What follows belongs to an exercise in optimizing a design on an open flow for small area and a short achievable clock period; a production flow would make more cautious choices.
Function was checked by simulation only, so behaviour that the tests miss may differ from the original.
No activity file was given, so power comes from the tool's default toggle rates.

## old
// gmii_rx_top
module gmii_rx_top
(
        input  wire logic       i_clk,
        input  wire logic       i_rst_n,
        input  wire logic [7:0] i_rxd0,
        input  wire logic       i_rx_dv0,
        input  wire logic [7:0] i_rxd1,
        input  wire logic       i_rx_dv1,
        input  wire logic [18:0] i_timer,
        output logic            o_port,
        output logic            o_wr,
        output logic [8:0]      o_word,
        output logic [18:0]     o_ts,
        output logic            o_tail,
        output logic            o_underflow
);
For scale: about 1,300 flip-flops, about 71 I/O pins.
Settings: LEC_CHECK=0, CAP_MARGIN=20, CORE_MARGIN=2, CORE_UTILIZATION=45, CTS_CLUSTER_DIAMETER=100, CTS_CLUSTER_SIZE=24, SETUP_SLACK_MARGIN=2.0, SLEW_MARGIN=20; clock period 4.0 ns.
run.sh (not shown) runs the stock make flow with config.mk's settings and CLKGATE_MAP_FILE= SYNTH_SCRIPT=/design/flow/synth_recipe.tcl, a recipe that flattens the netlist after the stock synthesis.
For new, these inputs were changed with respect to old:
diff --git a/flow/design.v b/flow/design.v
--- a/flow/design.v
+++ b/flow/design.v
@@ -53,25 +53,24 @@
         assign rxd[1] = i_rxd1;
         logic [1:0] bcnt [2];
         logic [7:0] hold [2];
         logic [1:0] wr;
         logic [1:0] wmark;
         logic [8:0] mem0 [64];
         logic [8:0] mem1 [64];
         logic [6:0] wptr [2];
         logic [6:0] rptr [2];
         logic [1:0] empty;
         logic [7:0] rlo [2];
         logic [7:0] rhi [2];
-        logic [7:0] rlon [2];
         logic [1:0] rd;
         logic [1:0] st_idle, st_head, st_tran, st_disc;
         logic [1:0] dly [2];
         logic [1:0] vld;
         logic [1:0] rmark;
         logic [7:0] rdata;
         logic [1:0] req, grant;
         logic       mg_hold, cur, prio;
         logic       b_wr, b_head, b_tail, b_uflow;
         logic [7:0] b_data;
         logic [18:0] timer_d;
         genvar p;
@@ -91,31 +90,29 @@
                         end
                         assign wr[p]    = bcnt[p][1] | (bcnt[p][0] & dv[p]);
                         assign wmark[p] = bcnt[p][0] | !dv[p];
                         logic eq_w, eq_r;
                         assign eq_w = (7'(wptr[p] + 7'd1) == rptr[p]);
                         assign eq_r = (wptr[p] == 7'(rptr[p] + 7'd1));
                         always_ff @(posedge i_clk or negedge i_rst_n) begin
                                 if (!i_rst_n) begin
                                         wptr[p]  <= '0;
                                         rptr[p]  <= '0;
                                         empty[p] <= 1'b1;
                                         rlo[p]   <= 8'd1;
-                                        rlon[p]  <= 8'hfe;
                                         rhi[p]   <= 8'd1;
                                 end else begin
                                         if (wr[p]) wptr[p] <= wptr[p] + 7'd1;
                                         if (rd[p]) rptr[p] <= rptr[p] + 7'd1;
                                         if (rd[p]) rlo[p] <= {rlo[p][6:0], rlo[p][7]};
-                                        if (rd[p]) rlon[p] <= {rlon[p][6:0], rlon[p][7]};
                                         if (rd[p] && rlo[p][7]) rhi[p] <= {rhi[p][6:0], rhi[p][7]};
                                         if (rd[p]) empty[p] <= !wr[p] && eq_r;
                                         else if (wr[p]) empty[p] <= eq_w;
                                 end
                         end
                         assign req[p] = st_idle[p] && !empty[p];
                         always_comb begin
                                 rd[p] = 1'b0;
                                 if (st_idle[p]) rd[p] = grant[p] && !empty[p] && dly[p][1];
                                 if (st_head[p]) rd[p] = !empty[p];
                                 if (st_tran[p] || st_disc[p]) rd[p] = !empty[p] && !(vld[p] && rmark[p]);
                         end
@@ -170,26 +167,26 @@
                 if (wr[0]) mem0[wptr[0][5:0]] <= {wmark[0], hold[0]};
                 if (wr[1]) mem1[wptr[1][5:0]] <= {wmark[1], hold[1]};
         end
         logic [8:0] grp0 [8];
         logic [8:0] grp1 [8];
         logic [8:0] rd_w0, rd_w1;
         logic [7:0] rd_d;
         always_comb begin
                 for (int h = 0; h < 8; h++) begin
                         grp0[h] = '0;
                         grp1[h] = '0;
                         for (int l = 0; l < 8; l++) begin
-                                grp0[h] = grp0[h] | (mem0[8*h+l] & {{4{!rlon[0][l]}}, {5{rlo[0][l]}}});
-                                grp1[h] = grp1[h] | (mem1[8*h+l] & {{4{!rlon[1][l]}}, {5{rlo[1][l]}}});
+                                grp0[h] = grp0[h] | (mem0[8*h+l] & {9{rlo[0][l]}});
+                                grp1[h] = grp1[h] | (mem1[8*h+l] & {9{rlo[1][l]}});
                         end
                 end
                 rd_w0 = '0;
                 rd_w1 = '0;
                 rd_d  = '0;
                 for (int h = 0; h < 8; h++) begin
                         rd_w0 = rd_w0 | (grp0[h] & {9{rhi[0][h]}});
                         rd_w1 = rd_w1 | (grp1[h] & {9{rhi[1][h]}});
                         rd_d  = rd_d | (grp0[h][7:0] & {8{rhi[0][h] & !cur}})
                                      | (grp1[h][7:0] & {8{rhi[1][h] & cur}});
                 end
         end
==> run summary <==
- new vs old: combinational cell power down
- Against old, aggregate routed wire length in new fell by a little under 10%.
- Per the comparison of new with old, register-to-register slack rose by 0.23 ns; signed area change from the synthesized netlist to the final layout -2.6 points; clock-buffer cell count lower; distinct cell type count after synthesis went down 11.
- Diff new and old: switching part of the total higher in old

========
## indigo
gmii_rx_top, a different RTL version from the one above (not shown whole).
Size in the first run: roughly 1300 flip-flops, roughly 71 I/O pins, roughly 0.048 mm^2 of cells after synthesis.
Settings: LEC_CHECK=0, CAP_MARGIN=20, CORE_MARGIN=2, CORE_UTILIZATION=45, CTS_CLUSTER_DIAMETER=100, CTS_CLUSTER_SIZE=24, SETUP_SLACK_MARGIN=2.0, SLEW_MARGIN=20; clock period 4.0 ns.
Inputs modified between indigo and raven:
-- flow/design.v --
<<< indigo, line 58
        logic [8:0] mem0 [64];
        logic [8:0] mem1 [64];
        logic [5:0] wptr [2];
        logic [6:0] fill [2];
        logic [1:0] empty;
        logic [7:0] rlo [2];
        logic [7:0] rhi [2];
        logic [1:0] rd;
        logic [1:0] st_idle, st_head, st_tran, st_disc;
>>> raven, line 58
        logic [8:0] mem0 [64];
        logic [8:0] mem1 [64];
        logic [6:0] wptr [2];
        logic [7:0] wlo [2];
        logic [7:0] whi [2];
        logic [6:0] rptr [2];
        logic [1:0] empty;
        logic [7:0] rlo [2];
        logic [7:0] rhi [2];
        logic [7:0] rlon [2];
        logic [1:0] rd;
        logic [1:0] st_idle, st_head, st_tran, st_disc;
<<< indigo, line 92
                        assign wmark[p] = bcnt[p][0] | !dv[p];
                        logic eq_w, eq_r;
                        assign eq_w = (fill[p] == 7'd127);
                        assign eq_r = (fill[p] == 7'd1);
                        always_ff @(posedge i_clk or negedge i_rst_n) begin
                                if (!i_rst_n) begin
                                        wptr[p]  <= '0;
                                        fill[p]  <= '0;
                                        empty[p] <= 1'b1;
                                        rlo[p]   <= 8'd1;
                                        rhi[p]   <= 8'd1;
                                end else begin
                                        if (wr[p]) wptr[p] <= wptr[p] + 6'd1;
                                        if (wr[p] && !rd[p]) fill[p] <= fill[p] + 7'd1;
                                        else if (rd[p] && !wr[p]) fill[p] <= fill[p] - 7'd1;
                                        if (rd[p]) rlo[p] <= {rlo[p][6:0], rlo[p][7]};
                                        if (rd[p] && rlo[p][7]) rhi[p] <= {rhi[p][6:0], rhi[p][7]};
                                        if (rd[p]) empty[p] <= !wr[p] && eq_r;
>>> raven, line 95
                        assign wmark[p] = bcnt[p][0] | !dv[p];
                        logic eq_w, eq_r;
                        assign eq_w = (7'(wptr[p] + 7'd1) == rptr[p]);
                        assign eq_r = (wptr[p] == 7'(rptr[p] + 7'd1));
                        always_ff @(posedge i_clk or negedge i_rst_n) begin
                                if (!i_rst_n) begin
                                        wptr[p]  <= '0;
                                        wlo[p]   <= 8'd1;
                                        whi[p]   <= 8'd1;
                                        rptr[p]  <= '0;
                                        empty[p] <= 1'b1;
                                        rlo[p]   <= 8'd1;
                                        rlon[p]  <= 8'hfe;
                                        rhi[p]   <= 8'd1;
                                end else begin
                                        if (wr[p]) wptr[p] <= wptr[p] + 7'd1;
                                        if (wr[p]) wlo[p] <= {wlo[p][6:0], wlo[p][7]};
                                        if (wr[p] && wlo[p][7]) whi[p] <= {whi[p][6:0], whi[p][7]};
                                        if (rd[p]) rptr[p] <= rptr[p] + 7'd1;
                                        if (rd[p]) rlo[p] <= {rlo[p][6:0], rlo[p][7]};
                                        if (rd[p]) rlon[p] <= {rlon[p][6:0], rlon[p][7]};
                                        if (rd[p] && rlo[p][7]) rhi[p] <= {rhi[p][6:0], rhi[p][7]};
                                        if (rd[p]) empty[p] <= !wr[p] && eq_r;
<<< indigo, line 166
        endgenerate
        always_ff @(posedge i_clk) begin
                if (wr[0]) mem0[wptr[0]] <= {wmark[0], hold[0]};
                if (wr[1]) mem1[wptr[1]] <= {wmark[1], hold[1]};
        end
        logic [8:0] grp0 [8];
>>> raven, line 174
        endgenerate
        always_ff @(posedge i_clk) begin
                for (int i = 0; i < 64; i++) begin
                        if (wr[0] && wlo[0][i % 8] && whi[0][i / 8]) mem0[i] <= {wmark[0], hold[0]};
                        if (wr[1] && wlo[1][i % 8] && whi[1][i / 8]) mem1[i] <= {wmark[1], hold[1]};
                end
        end
        logic [8:0] grp0 [8];
<<< indigo, line 178
                        grp1[h] = '0;
                        for (int l = 0; l < 8; l++) begin
                                grp0[h] = grp0[h] | (mem0[8*h+l] & {9{rlo[0][l]}});
                                grp1[h] = grp1[h] | (mem1[8*h+l] & {9{rlo[1][l]}});
                        end
                end
>>> raven, line 188
                        grp1[h] = '0;
                        for (int l = 0; l < 8; l++) begin
                                grp0[h] = grp0[h] | (mem0[8*h+l] & {{4{!rlon[0][l]}}, {5{rlo[0][l]}}});
                                grp1[h] = grp1[h] | (mem1[8*h+l] & {{4{!rlon[1][l]}}, {5{rlo[1][l]}}});
                        end
                end
### Flow results
raven completed end to end with timing, DRC and antenna clean. Measured against each other, raven and indigo differ in net switching component of the power, the higher figure coming from indigo. The hold slack in raven sits 0.052 ns below the value recorded for indigo. Clock period minus worst slack: raven vs indigo up 0.11 ns. There was hardly any difference in clock skew between indigo and raven. raven vs indigo — post-route cell area climbed by a few percent. Sort raven and indigo by all-layer global routing usage, ascending, and indigo comes first. Compared with indigo, raven shows cell area after synthesis that has gone up by a few percent. Taking raven as 1.0, indigo lands at 0.865 on number of setup buffers added after CTS. Number of vias after detailed routing grows by a little under 10% when moving from indigo to raven. In raven the buffer share of cell area turned out 0.37 points higher than in indigo. Taking indigo as the reference, in raven slew at the pin with the worst max-slew slack went down by 0.0037 ns, maximum number of pins on one net before global-route repair went down by 37.

## afterwards: timing with drivers on the ports
No port has a modelled driver above. Below, the same layouts with a new extraction and two added sets of constraints. Step 1 sets driving cells, clkbuf_16 on the clock port and buf_2 on the other inputs (assumed; they add their load-dependent delay and slew). Step 2, shift: input delay + t, output delay - t, t = (earliest + latest rising clock arrival at the registers) / 2. This alone moves slack from input paths to output paths. a / b / c = no drivers / after step 1 / after step 2; a / b = the first two.
run | shift t [ns] | slack for setup (ns) | pins driven straight from the clock port
old | 0.730 | 1.629 / 1.629 / 1.397 | 1
new | 0.786 | 1.857 / 1.857 / 1.274 | 1
indigo | 0.752 | 1.668 / 1.668 / 1.329 | 1
raven | 0.735 | 1.562 / 1.562 / 1.474 | 1
After both steps every run listed still meets setup and hold. For new, which loses most, drivers alone change the setup slack by 0.000 ns; drivers and shift together by -0.583 ns.
